This design comes from an exercise in tuning for small area on the open sky130 flow, not from production work. RTL that was checked went through simulation tests only; none was proved equivalent to the original. Power and IR drop assume default switching activity.

## calc_top
module calc_top #(
    parameter int DATA_W = calc_cfg_pkg::DATA_W,
    parameter int REG_DEPTH = calc_cfg_pkg::REG_DEPTH,
    localparam int ADDR_W = $clog2(REG_DEPTH)
) (
    input  logic                           clk_i,
    input  logic                           reset_i,
    input  logic [calc_cfg_pkg::KEY_W-1:0] key_i,
    input  logic                           key_valid_i,
    output logic [calc_cfg_pkg::LED_W-1:0] led_o,
    output logic                           disp_we_o,
    output logic [DATA_W-1:0]              disp_data_o
);
    localparam int SLOTS = 10;
    logic [4:0] step_q;
    logic [4:0] step_d;
    logic [3:0] key_q;
    logic [3:0] a_q;
    logic [2:0] op_q;
    logic [3:0] ring_q [SLOTS];
    logic waiting;
    logic key_is_digit;
    logic key_is_op;
    logic key_is_enter;
    assign waiting = (step_q == 5'd0) || (step_q == 5'd6) || (step_q == 5'd10) || (step_q == 5'd16);
    assign key_is_digit = key_q <= 4'd9;
    assign key_is_op = (key_q >= 4'd10) && (key_q <= 4'd14);
    assign key_is_enter = key_q == 4'd15;
    always_comb begin
        case (step_q)
            5'd0:    step_d = key_valid_i ? 5'd1 : 5'd0;
            5'd1:    step_d = key_is_digit ? 5'd3 : 5'd2;
            5'd2:    step_d = 5'd0;
            5'd6:    step_d = key_valid_i ? 5'd7 : 5'd6;
            5'd7:    step_d = key_is_op ? 5'd9 : 5'd8;
            5'd8:    step_d = 5'd6;
            5'd10:   step_d = key_valid_i ? 5'd11 : 5'd10;
            5'd11:   step_d = key_is_digit ? 5'd13 : 5'd12;
            5'd12:   step_d = 5'd10;
            5'd16:   step_d = key_valid_i ? 5'd17 : 5'd16;
            5'd17:   step_d = key_is_enter ? 5'd19 : 5'd18;
            5'd18:   step_d = 5'd16;
  ...
==> module calc_top, before the edit <==
module calc_top #(
    parameter int DATA_W = calc_cfg_pkg::DATA_W,
    parameter int REG_DEPTH = calc_cfg_pkg::REG_DEPTH,
    localparam int ADDR_W = $clog2(REG_DEPTH)
) (
    input  logic                           clk_i,
    input  logic                           reset_i,
    input  logic [calc_cfg_pkg::KEY_W-1:0] key_i,
    input  logic                           key_valid_i,
    output logic [calc_cfg_pkg::LED_W-1:0] led_o,
    output logic                           disp_we_o,
    output logic [DATA_W-1:0]              disp_data_o
);
    localparam int SLOTS = 10;
    logic [4:0] step_q;
    logic [4:0] step_d;
    logic [3:0] key_q;
    logic [3:0] a_q;
    logic [2:0] op_q;
    logic [3:0] ring_q [SLOTS];
    logic waiting;
    logic key_is_digit;
    logic key_is_op;
    logic key_is_enter;
    assign waiting = (step_q == 5'd0) || (step_q == 5'd6) || (step_q == 5'd10) || (step_q == 5'd16);
    assign key_is_digit = key_q <= 4'd9;
    assign key_is_op = (key_q >= 4'd10) && (key_q <= 4'd14);
    assign key_is_enter = key_q == 4'd15;
    always_comb begin
        case (step_q)
            5'd0:    step_d = key_valid_i ? 5'd1 : 5'd0;
            5'd1:    step_d = key_is_digit ? 5'd3 : 5'd2;
            5'd2:    step_d = 5'd0;
            5'd6:    step_d = key_valid_i ? 5'd7 : 5'd6;
            5'd7:    step_d = key_is_op ? 5'd9 : 5'd8;
            5'd8:    step_d = 5'd6;
            5'd10:   step_d = key_valid_i ? 5'd11 : 5'd10;
            5'd11:   step_d = key_is_digit ? 5'd13 : 5'd12;
            5'd12:   step_d = 5'd10;
            5'd16:   step_d = key_valid_i ? 5'd17 : 5'd16;
            5'd17:   step_d = key_is_enter ? 5'd19 : 5'd18;
            5'd18:   step_d = 5'd16;
            5'd24:   step_d = 5'd0;
            default: step_d = step_q + 5'd1;
        endcase
    end
    always_ff @(posedge clk_i, posedge reset_i) begin
        if (reset_i) begin
            step_q <= 5'd0;
        end else begin
            step_q <= step_d;
        end
    end
    always_ff @(posedge clk_i) begin
        if (waiting && key_valid_i) begin
            key_q <= key_i;
        end
        if (step_q == 5'd3) begin
            a_q <= key_q;
        end
        if (step_q == 5'd7) begin
            op_q <= key_q[2:0];
        end
    end
    always_ff @(posedge clk_i) begin
        if (step_q == 5'd13) begin
            ring_q[0] <= key_q;
        end else if (step_q == 5'd24) begin
            for (int i = 0; i < SLOTS; i++) begin
                ring_q[i] <= ring_q[(i + 1) % SLOTS];
            end
        end
    end
    logic [3:0] fill_q;
    logic       full;
    logic [3:0] b_val;
    assign full = fill_q == 4'(SLOTS);
    always_ff @(posedge clk_i, posedge reset_i) begin
        if (reset_i) begin
            fill_q <= '0;
        end else if (step_q == 5'd24 && !full) begin
            fill_q <= fill_q + 4'd1;
        end
    end
    assign b_val = (full || step_q >= 5'd14) ? ring_q[0] : 4'd0;
    logic       arith;
    logic       sub;
    logic [3:0] bb;
    logic [3:0] p;
    logic [3:0] g;
    logic [4:0] c;
    logic [3:0] t;
    logic [7:0] result;
    assign arith = !op_q[2];
    assign sub = arith && op_q[0];
    assign bb = ring_q[0] ^ {4{sub}};
    assign p = a_q ^ bb;
    assign g = a_q & bb;
    assign c[0] = sub;
    for (genvar i = 0; i < 4; i++) begin : g_carry
        assign c[i+1] = g[i] | (p[i] & c[i]);
        assign t[i] = arith ? c[i] : (g[i] & !op_q[1]);
    end
    assign result[3:0] = (p & {4{arith | op_q[0] | op_q[1]}}) ^ t;
    assign result[4] = arith && (c[4] ^ sub);
    assign result[7:5] = {3{sub && !c[4]}};
    always_comb begin
        case (step_q)
            5'd4, 5'd5:   disp_data_o = {4'd0, a_q};
            5'd22, 5'd23: disp_data_o = result;
            default:      disp_data_o = {4'd0, b_val};
        endcase
    end
    assign disp_we_o = (step_q == 5'd5) || (step_q == 5'd15) || (step_q == 5'd23);
    always_comb begin
        if (step_q == 5'd24) begin
            led_o = '1;
        end else begin
            led_o = '0;
            led_o[15:11] = step_q;
            if (step_q >= 5'd9 && step_q <= 5'd23) begin
                led_o[9:6] = {1'b1, op_q};
            end
            led_o[0] = (step_q == 5'd2) || (step_q == 5'd8) || (step_q == 5'd12) || (step_q == 5'd18);
        end
    end
endmodule
make LEC_CHECK=0 CAP_MARGIN=20 CORE_MARGIN=2 CORE_UTILIZATION=40 SLEW_MARGIN=20 finish   # period 10.0 ns
run.sh (not shown) runs the stock make flow with config.mk's settings and CLKGATE_MAP_FILE= SYNTH_SCRIPT=/design/flow/synth_recipe.tcl, a recipe that flattens the netlist after the stock synthesis.
Then changed:
--- a/flow/design.v
+++ b/flow/design.v
@@ -112,59 +112,44 @@
             a_q <= key_q;
         end
         if (step_q == 5'd7) begin
             op_q <= key_q[2:0];
         end
     end
-    always_ff @(posedge clk_i) begin
-        if (step_q == 5'd13) begin
+    always_ff @(posedge clk_i, posedge reset_i) begin
+        if (reset_i) begin
+            for (int i = 0; i < SLOTS; i++) begin
+                ring_q[i] <= '0;
+            end
+        end else if (step_q == 5'd13) begin
             ring_q[0] <= key_q;
         end else if (step_q == 5'd24) begin
             for (int i = 0; i < SLOTS; i++) begin
                 ring_q[i] <= ring_q[(i + 1) % SLOTS];
             end
         end
     end
-    logic [3:0] fill_q;
-    logic       full;
-    logic [3:0] b_val;
-    assign full = fill_q == 4'(SLOTS);
-    always_ff @(posedge clk_i, posedge reset_i) begin
-        if (reset_i) begin
-            fill_q <= '0;
-        end else if (step_q == 5'd24 && !full) begin
-            fill_q <= fill_q + 4'd1;
+    logic [4:0] sum;
+    logic [7:0] result;
+    always_comb begin
+        sum = {1'b0, a_q} + {1'b0, (op_q[0] ? ~ring_q[0] : ring_q[0])} + {4'd0, op_q[0]};
+        if (!op_q[2]) begin
+            result = {{3{sum[4] ^ op_q[0]}} & {3{op_q[0]}}, sum[4] ^ op_q[0], sum[3:0]};
+        end else begin
+            case (op_q[1:0])
+                2'd0:    result = {4'd0, a_q & ring_q[0]};
+                2'd1:    result = {4'd0, a_q | ring_q[0]};
+                default: result = {4'd0, a_q ^ ring_q[0]};
+            endcase
         end
     end
-    assign b_val = (full || step_q >= 5'd14) ? ring_q[0] : 4'd0;
-    logic       arith;
-    logic       sub;
-    logic [3:0] bb;
-    logic [3:0] p;
-    logic [3:0] g;
-    logic [4:0] c;
-    logic [3:0] t;
-    logic [7:0] result;
-    assign arith = !op_q[2];
-    assign sub = arith && op_q[0];
-    assign bb = ring_q[0] ^ {4{sub}};
-    assign p = a_q ^ bb;
-    assign g = a_q & bb;
-    assign c[0] = sub;
-    for (genvar i = 0; i < 4; i++) begin : g_carry
-        assign c[i+1] = g[i] | (p[i] & c[i]);
-        assign t[i] = arith ? c[i] : (g[i] & !op_q[1]);
-    end
-    assign result[3:0] = (p & {4{arith | op_q[0] | op_q[1]}}) ^ t;
-    assign result[4] = arith && (c[4] ^ sub);
-    assign result[7:5] = {3{sub && !c[4]}};
     always_comb begin
         case (step_q)
             5'd4, 5'd5:   disp_data_o = {4'd0, a_q};
             5'd22, 5'd23: disp_data_o = result;
-            default:      disp_data_o = {4'd0, b_val};
+            default:      disp_data_o = {4'd0, ring_q[0]};
         endcase
     end
     assign disp_we_o = (step_q == 5'd5) || (step_q == 5'd15) || (step_q == 5'd23);
     always_comb begin
         if (step_q == 5'd24) begin
             led_o = '1;
Outcome:
- The changed run finished with timing, DRC and antenna clean
- utilization went down by 3.1 points
- combinational power came out higher by 24%
- power is lower by 6.7%
- clock-buffer cell count falls by 4
- clock skew increases by 0.0036 ns
- register-to-register slack degrades by 0.08 ns
- cell count grows by 25%
- fmax rises by 6.6%
- setup slack is better by 0.33 ns
- clock power falls by 40%


== run B ==
The RTL this note starts from:
==> flow/design.v <==
`timescale 1ns/1ns
package calc_cfg_pkg;
    localparam int DATA_W = 8;
    localparam int REG_DEPTH = 32;
    localparam int ADDR_W = $clog2(REG_DEPTH);
    localparam int SLOT_FIRST = 1;
    localparam int SLOT_LAST_BASE = 28;
    localparam int KEY_W = 4;
    localparam int LED_W = 16;
endpackage
`timescale 1ns/1ns
package calc_ctrl_pkg;
    typedef enum logic [4:0] {
        wait_a    = 5'd0,
        check_a   = 5'd1,
        error_a   = 5'd2,
        store_a   = 5'd3,
        read_a    = 5'd4,
        show_a    = 5'd5,
        wait_op   = 5'd6,
        check_op  = 5'd7,
        error_op  = 5'd8,
        hold_op   = 5'd9,
        wait_b    = 5'd10,
        check_b   = 5'd11,
        error_b   = 5'd12,
        store_b   = 5'd13,
        read_b    = 5'd14,
        show_b    = 5'd15,
        wait_ent  = 5'd16,
        check_ent = 5'd17,
        error_ent = 5'd18,
        load      = 5'd19,
        compute   = 5'd20,
        store_res = 5'd21,
        read_res  = 5'd22,
        show_res  = 5'd23,
        next      = 5'd24
    } calc_step_e;
    localparam logic [3:0] key_max_digit = 4'd9;
    localparam logic [3:0] key_enter = 4'd15;
    typedef enum logic [3:0] {
        op_add = 4'd10,
        op_sub = 4'd11,
        op_and = 4'd12,
        op_or  = 4'd13,
        op_xor = 4'd14
    } alu_op_e;
endpackage
`timescale 1ns/1ns
`timescale 1ns/1ns
`timescale 1ns/1ns
`timescale 1ns/1ns
module calc_top #(
    parameter int DATA_W = calc_cfg_pkg::DATA_W,
    parameter int REG_DEPTH = calc_cfg_pkg::REG_DEPTH,
    localparam int ADDR_W = $clog2(REG_DEPTH)
) (
    input  logic                           clk_i,
    input  logic                           reset_i,
    input  logic [calc_cfg_pkg::KEY_W-1:0] key_i,
    input  logic                           key_valid_i,
    output logic [calc_cfg_pkg::LED_W-1:0] led_o,
    output logic                           disp_we_o,
    output logic [DATA_W-1:0]              disp_data_o
);
    localparam int SLOTS = 10;
    logic [4:0] s;
    logic [4:0] step_d;
    logic [3:0] key_q;
    logic [3:0] a_q;
    logic [2:0] op_q;
    logic [3:0] ring_q [SLOTS];
    logic is_next;       
    logic is_a;          
    logic is_op;         
    logic is_res;        
    logic op_shown;      
    logic b_written;     
    logic key_load;
    assign is_next    = s[4] & s[3];
    assign is_a       = !s[4] & !s[3] & s[2] & !s[1];
    assign is_op      = !s[4] & !s[3] & s[2] & s[1];
    assign is_res     = s[4] & s[2] & s[1];
    assign op_shown   = s[4] | (s[3] & (s[2] | s[1] | s[0]));
    assign b_written  = s[4] | (s[3] & s[2] & s[1]);
    assign key_load   = key_valid_i & !s[4] & !s[0] & (s[1] | !s[2]) & !(s[3] & s[2]);
    logic key_is_digit;
    logic key_is_op;
    logic key_is_enter;
    assign key_is_digit = !key_q[3] | (!key_q[2] & !key_q[1]);
    assign key_is_op    = key_q[3] & (key_q[2] | key_q[1]) & !(key_q[2] & key_q[1] & key_q[0]);
    logic ent_q;
    always_ff @(posedge clk_i) begin
        ent_q <= &key_i;
    end
    assign key_is_enter = ent_q;
    always_comb begin
        case (s)
            5'd0:    step_d = key_valid_i ? 5'd1 : 5'd0;
            5'd1:    step_d = key_is_digit ? 5'd3 : 5'd2;
            5'd2:    step_d = 5'd0;
            5'd3:    step_d = 5'd4;
            5'd4:    step_d = 5'd5;
            5'd5:    step_d = 5'd6;
            5'd6:    step_d = key_valid_i ? 5'd7 : 5'd6;
            5'd7:    step_d = key_is_op ? 5'd9 : 5'd8;
            5'd8:    step_d = 5'd6;
            5'd9:    step_d = 5'd10;
            5'd10:   step_d = key_valid_i ? 5'd11 : 5'd10;
            5'd11:   step_d = key_is_digit ? 5'd13 : 5'd12;
            5'd12:   step_d = 5'd10;
            5'd13:   step_d = 5'd14;
            5'd14:   step_d = 5'd15;
            5'd15:   step_d = 5'd16;
            5'd16:   step_d = key_valid_i ? 5'd17 : 5'd16;
            5'd17:   step_d = key_is_enter ? 5'd19 : 5'd18;
            5'd18:   step_d = 5'd16;
            5'd19:   step_d = 5'd20;
            5'd20:   step_d = 5'd21;
            5'd21:   step_d = 5'd22;
            5'd22:   step_d = 5'd23;
            5'd23:   step_d = 5'd24;
            5'd24:   step_d = 5'd0;
            default: step_d = 5'bx;
        endcase
    end
    always_ff @(posedge clk_i, posedge reset_i) begin
        if (reset_i) begin
            s <= 5'd0;
        end else begin
            s <= step_d;
        end
    end
    always_ff @(posedge clk_i) begin
        if (key_load) begin
            key_q <= key_i;
        end
        if (is_a) begin
            a_q <= key_q;
        end
        if (is_op) begin
            op_q <= key_q[2:0];
        end
    end
    always_ff @(posedge clk_i) begin
        if (is_next) begin
            for (int i = 0; i < SLOTS - 1; i++) begin
                ring_q[i] <= ring_q[i + 1];
            end
            ring_q[SLOTS-1] <= key_q;
        end
    end
    logic [3:0] fill_q;
    logic       full;
    logic [3:0] b_val;
    assign full = fill_q[3] & fill_q[1];    
    always_ff @(posedge clk_i, posedge reset_i) begin
        if (reset_i) begin
            fill_q <= '0;
        end else if (is_next && !full) begin
            fill_q <= fill_q + 4'd1;
        end
    end
    assign b_val = full ? ring_q[0] : 4'd0;
    logic       arith;
    logic       sub;
    logic [3:0] bb;
    logic [3:0] p;
    logic [3:0] g;
    logic [4:0] c;
    logic [3:0] t;
    logic [7:0] result;
    assign arith = !op_q[2];
    assign sub = arith && op_q[0];
    assign bb = key_q ^ {4{sub}};
    assign p = a_q ^ bb;
    assign g = a_q & bb;
    assign c[0] = sub;
    for (genvar i = 0; i < 4; i++) begin : g_carry
        assign c[i+1] = g[i] | (p[i] & c[i]);
        assign t[i] = arith ? c[i] : (g[i] & !op_q[1]);
    end
    assign result[3:0] = (p & {4{arith | op_q[0] | op_q[1]}}) ^ t;
    assign result[4] = arith && (c[4] ^ sub);
    assign result[7:5] = {3{sub && !c[4]}};
    assign disp_data_o[3:0] = is_res ? result[3:0] : ((is_a | b_written) ? key_q : b_val);
    assign disp_data_o[7:4] = is_res ? result[7:4] : 4'd0;
    assign disp_we_o = (s == 5'd5) || (s == 5'd15) || (s == 5'd23);
    logic is_error;
    assign is_error = (s == 5'd2) || (s == 5'd8) || (s == 5'd12) || (s == 5'd18);
    assign led_o[15:14] = s[4:3];
    assign led_o[13:11] = s[2:0] | {3{is_next}};
    assign led_o[10]    = is_next;
    assign led_o[9]     = op_shown;
    assign led_o[8:6]   = (op_q & {3{op_shown}}) | {3{is_next}};
    assign led_o[5:1]   = {5{is_next}};
    assign led_o[0]     = is_error | is_next;
endmodule
clock: 10.0 ns
lec_check: 0
cap_margin: 20
core_margin: 2
core_utilization: 65
place_density: 0.8
slew_margin: 20
standard.sh (not shown) runs the stock make flow with config.mk's settings and CLKGATE_MAP_FILE= SYNTH_SCRIPT=/design/flow/synth_recipe.tcl, a recipe that flattens the netlist after the stock synthesis.
==> flow/flow/run.sh <==
#!/bin/bash
# Standard synthesis, then the standard layout steps with two changes:
# the port buffers are the smallest buffer cell, and clock tree synthesis
# uses small clock buffers and adds no dummy loads.
set -uo pipefail
bash standard.sh synth > synth.log 2>&1 || exit 1
export BUFFER_PORTS_ARGS="-buffer_cell sky130_fd_sc_hd__buf_1"
export CTS_ARGS="-sink_clustering_enable -repair_clock_nets -dont_use_dummy_load -buf_list sky130_fd_sc_hd__clkbuf_4 -root_buf sky130_fd_sc_hd__clkbuf_4 -sink_clustering_size 20 -sink_clustering_max_diameter 100"
bash standard.sh finish > layout.log 2>&1
Modified inputs, run A compared to run B
-- flow/design.v --
<<< run B, line 73
    logic [3:0] ring_q [SLOTS];
    logic is_next;       
    logic is_a;          
    logic is_op;         
>>> run A, line 73
    logic [3:0] ring_q [SLOTS];
    logic is_next;       
    logic is_store_b;    
    logic is_a;          
    logic is_op;         
<<< run B, line 80
    logic key_load;
    assign is_next    = s[4] & s[3];
    assign is_a       = !s[4] & !s[3] & s[2] & !s[1];
    assign is_op      = !s[4] & !s[3] & s[2] & s[1];
>>> run A, line 81
    logic key_load;
    assign is_next    = s[4] & s[3];
    assign is_store_b = !s[4] & s[3] & s[2] & !s[1] & s[0];
    assign is_a       = !s[4] & !s[3] & s[2] & !s[1];
    assign is_op      = !s[4] & !s[3] & s[2] & s[1];
<<< run B, line 85
    assign op_shown   = s[4] | (s[3] & (s[2] | s[1] | s[0]));
    assign b_written  = s[4] | (s[3] & s[2] & s[1]);
    assign key_load   = key_valid_i & !s[4] & !s[0] & (s[1] | !s[2]) & !(s[3] & s[2]);
    logic key_is_digit;
    logic key_is_op;
>>> run A, line 87
    assign op_shown   = s[4] | (s[3] & (s[2] | s[1] | s[0]));
    assign b_written  = s[4] | (s[3] & s[2] & s[1]);
    assign key_load   = key_valid_i & !s[0] & (s[1] | !s[2]);
    logic key_is_digit;
    logic key_is_op;
<<< run B, line 91
    assign key_is_digit = !key_q[3] | (!key_q[2] & !key_q[1]);
    assign key_is_op    = key_q[3] & (key_q[2] | key_q[1]) & !(key_q[2] & key_q[1] & key_q[0]);
    logic ent_q;
    always_ff @(posedge clk_i) begin
        ent_q <= &key_i;
    end
    assign key_is_enter = ent_q;
    always_comb begin
        case (s)
>>> run A, line 93
    assign key_is_digit = !key_q[3] | (!key_q[2] & !key_q[1]);
    assign key_is_op    = key_q[3] & (key_q[2] | key_q[1]) & !(key_q[2] & key_q[1] & key_q[0]);
    assign key_is_enter = &key_q;
    always_comb begin
        case (s)
<<< run B, line 145
    end
    always_ff @(posedge clk_i) begin
        if (is_next) begin
            for (int i = 0; i < SLOTS - 1; i++) begin
                ring_q[i] <= ring_q[i + 1];
            end
            ring_q[SLOTS-1] <= key_q;
        end
    end
>>> run A, line 143
    end
    always_ff @(posedge clk_i) begin
        if (is_store_b) begin
            ring_q[0] <= key_q;
        end else if (is_next) begin
            for (int i = 0; i < SLOTS; i++) begin
                ring_q[i] <= ring_q[(i + 1) % SLOTS];
            end
        end
    end
<<< run B, line 163
        end
    end
    assign b_val = full ? ring_q[0] : 4'd0;
    logic       arith;
    logic       sub;
>>> run A, line 162
        end
    end
    assign b_val = (full | b_written) ? ring_q[0] : 4'd0;
    logic       arith;
    logic       sub;
<<< run B, line 174
    assign arith = !op_q[2];
    assign sub = arith && op_q[0];
    assign bb = key_q ^ {4{sub}};
    assign p = a_q ^ bb;
    assign g = a_q & bb;
>>> run A, line 173
    assign arith = !op_q[2];
    assign sub = arith && op_q[0];
    assign bb = ring_q[0] ^ {4{sub}};
    assign p = a_q ^ bb;
    assign g = a_q & bb;
<<< run B, line 185
    assign result[4] = arith && (c[4] ^ sub);
    assign result[7:5] = {3{sub && !c[4]}};
    assign disp_data_o[3:0] = is_res ? result[3:0] : ((is_a | b_written) ? key_q : b_val);
    assign disp_data_o[7:4] = is_res ? result[7:4] : 4'd0;
    assign disp_we_o = (s == 5'd5) || (s == 5'd15) || (s == 5'd23);
>>> run A, line 184
    assign result[4] = arith && (c[4] ^ sub);
    assign result[7:5] = {3{sub && !c[4]}};
    assign disp_data_o[3:0] = is_a ? key_q : (is_res ? result[3:0] : b_val);
    assign disp_data_o[7:4] = is_res ? result[7:4] : 4'd0;
    assign disp_we_o = (s == 5'd5) || (s == 5'd15) || (s == 5'd23);
Notes after the runs:
Changes observed in run A relative to run B: wire length of the first global-routing pass went up by 480 um, power in the clock group now sits higher, total power barely changed. Against run B, run A comes in about 0.35% higher on horizontal die dimension. Number of nets produced by synthesis in run A vs run B: up about 5%. Run A vs run B on sequential cell area: run A is the lower one. On run A: summed instance area of the synthesized netlist is 0.75% higher than what run B gave. Diff run B and run A: area added between synthesis and finish lower in run A. The run showing the smaller final period demand of the worst path is run A. Run A: full flow OK, the timing, design-rule and antenna checks passed. Run B went all the way through synthesis, placement and routing and the layout is clean on timing, DRC and antenna. Run A vs run B on proportion of cell area occupied by registers: run A is the lower one. Delta (run A minus run B): xor-xnor portion of the synthesized cell area barely changed, final sequential cell count lost 1.6%.
For run A, only the layout was checked, not whether the RTL still works.

re-timing with driven ports:
The flow's constraints put no driver on any port. The routed layouts listed below were extracted and timed again, unchanged, in two steps.
Step 1 assumes that a clkbuf_16 drives the clock port and a buf_2 every other input.
Step 2 moves the port delays by t, midway between the first and last clock arrival at a register: inputs arrive t later, outputs are due t later. That takes back most of the time a late clock gives input paths.
Slacks: ideal ports / drivers / drivers and shift; pairs: ideal ports / drivers.
run	t (ns)	setup WS [ns]	hold WS [ns]
the first run of note 1	0.355	4.674 / 4.645 / 5.001	0.422 / 0.422 / 0.422
the second run of note 1	0.339	5.002 / 4.973 / 5.312	0.472 / 0.472 / 0.472
run B	0.390	5.011 / 4.985 / 5.376	0.395 / 0.395 / 0.395
run A	0.389	5.083 / 5.057 / 5.446	0.402 / 0.402 / 0.402
After both steps every run listed still meets setup and hold.
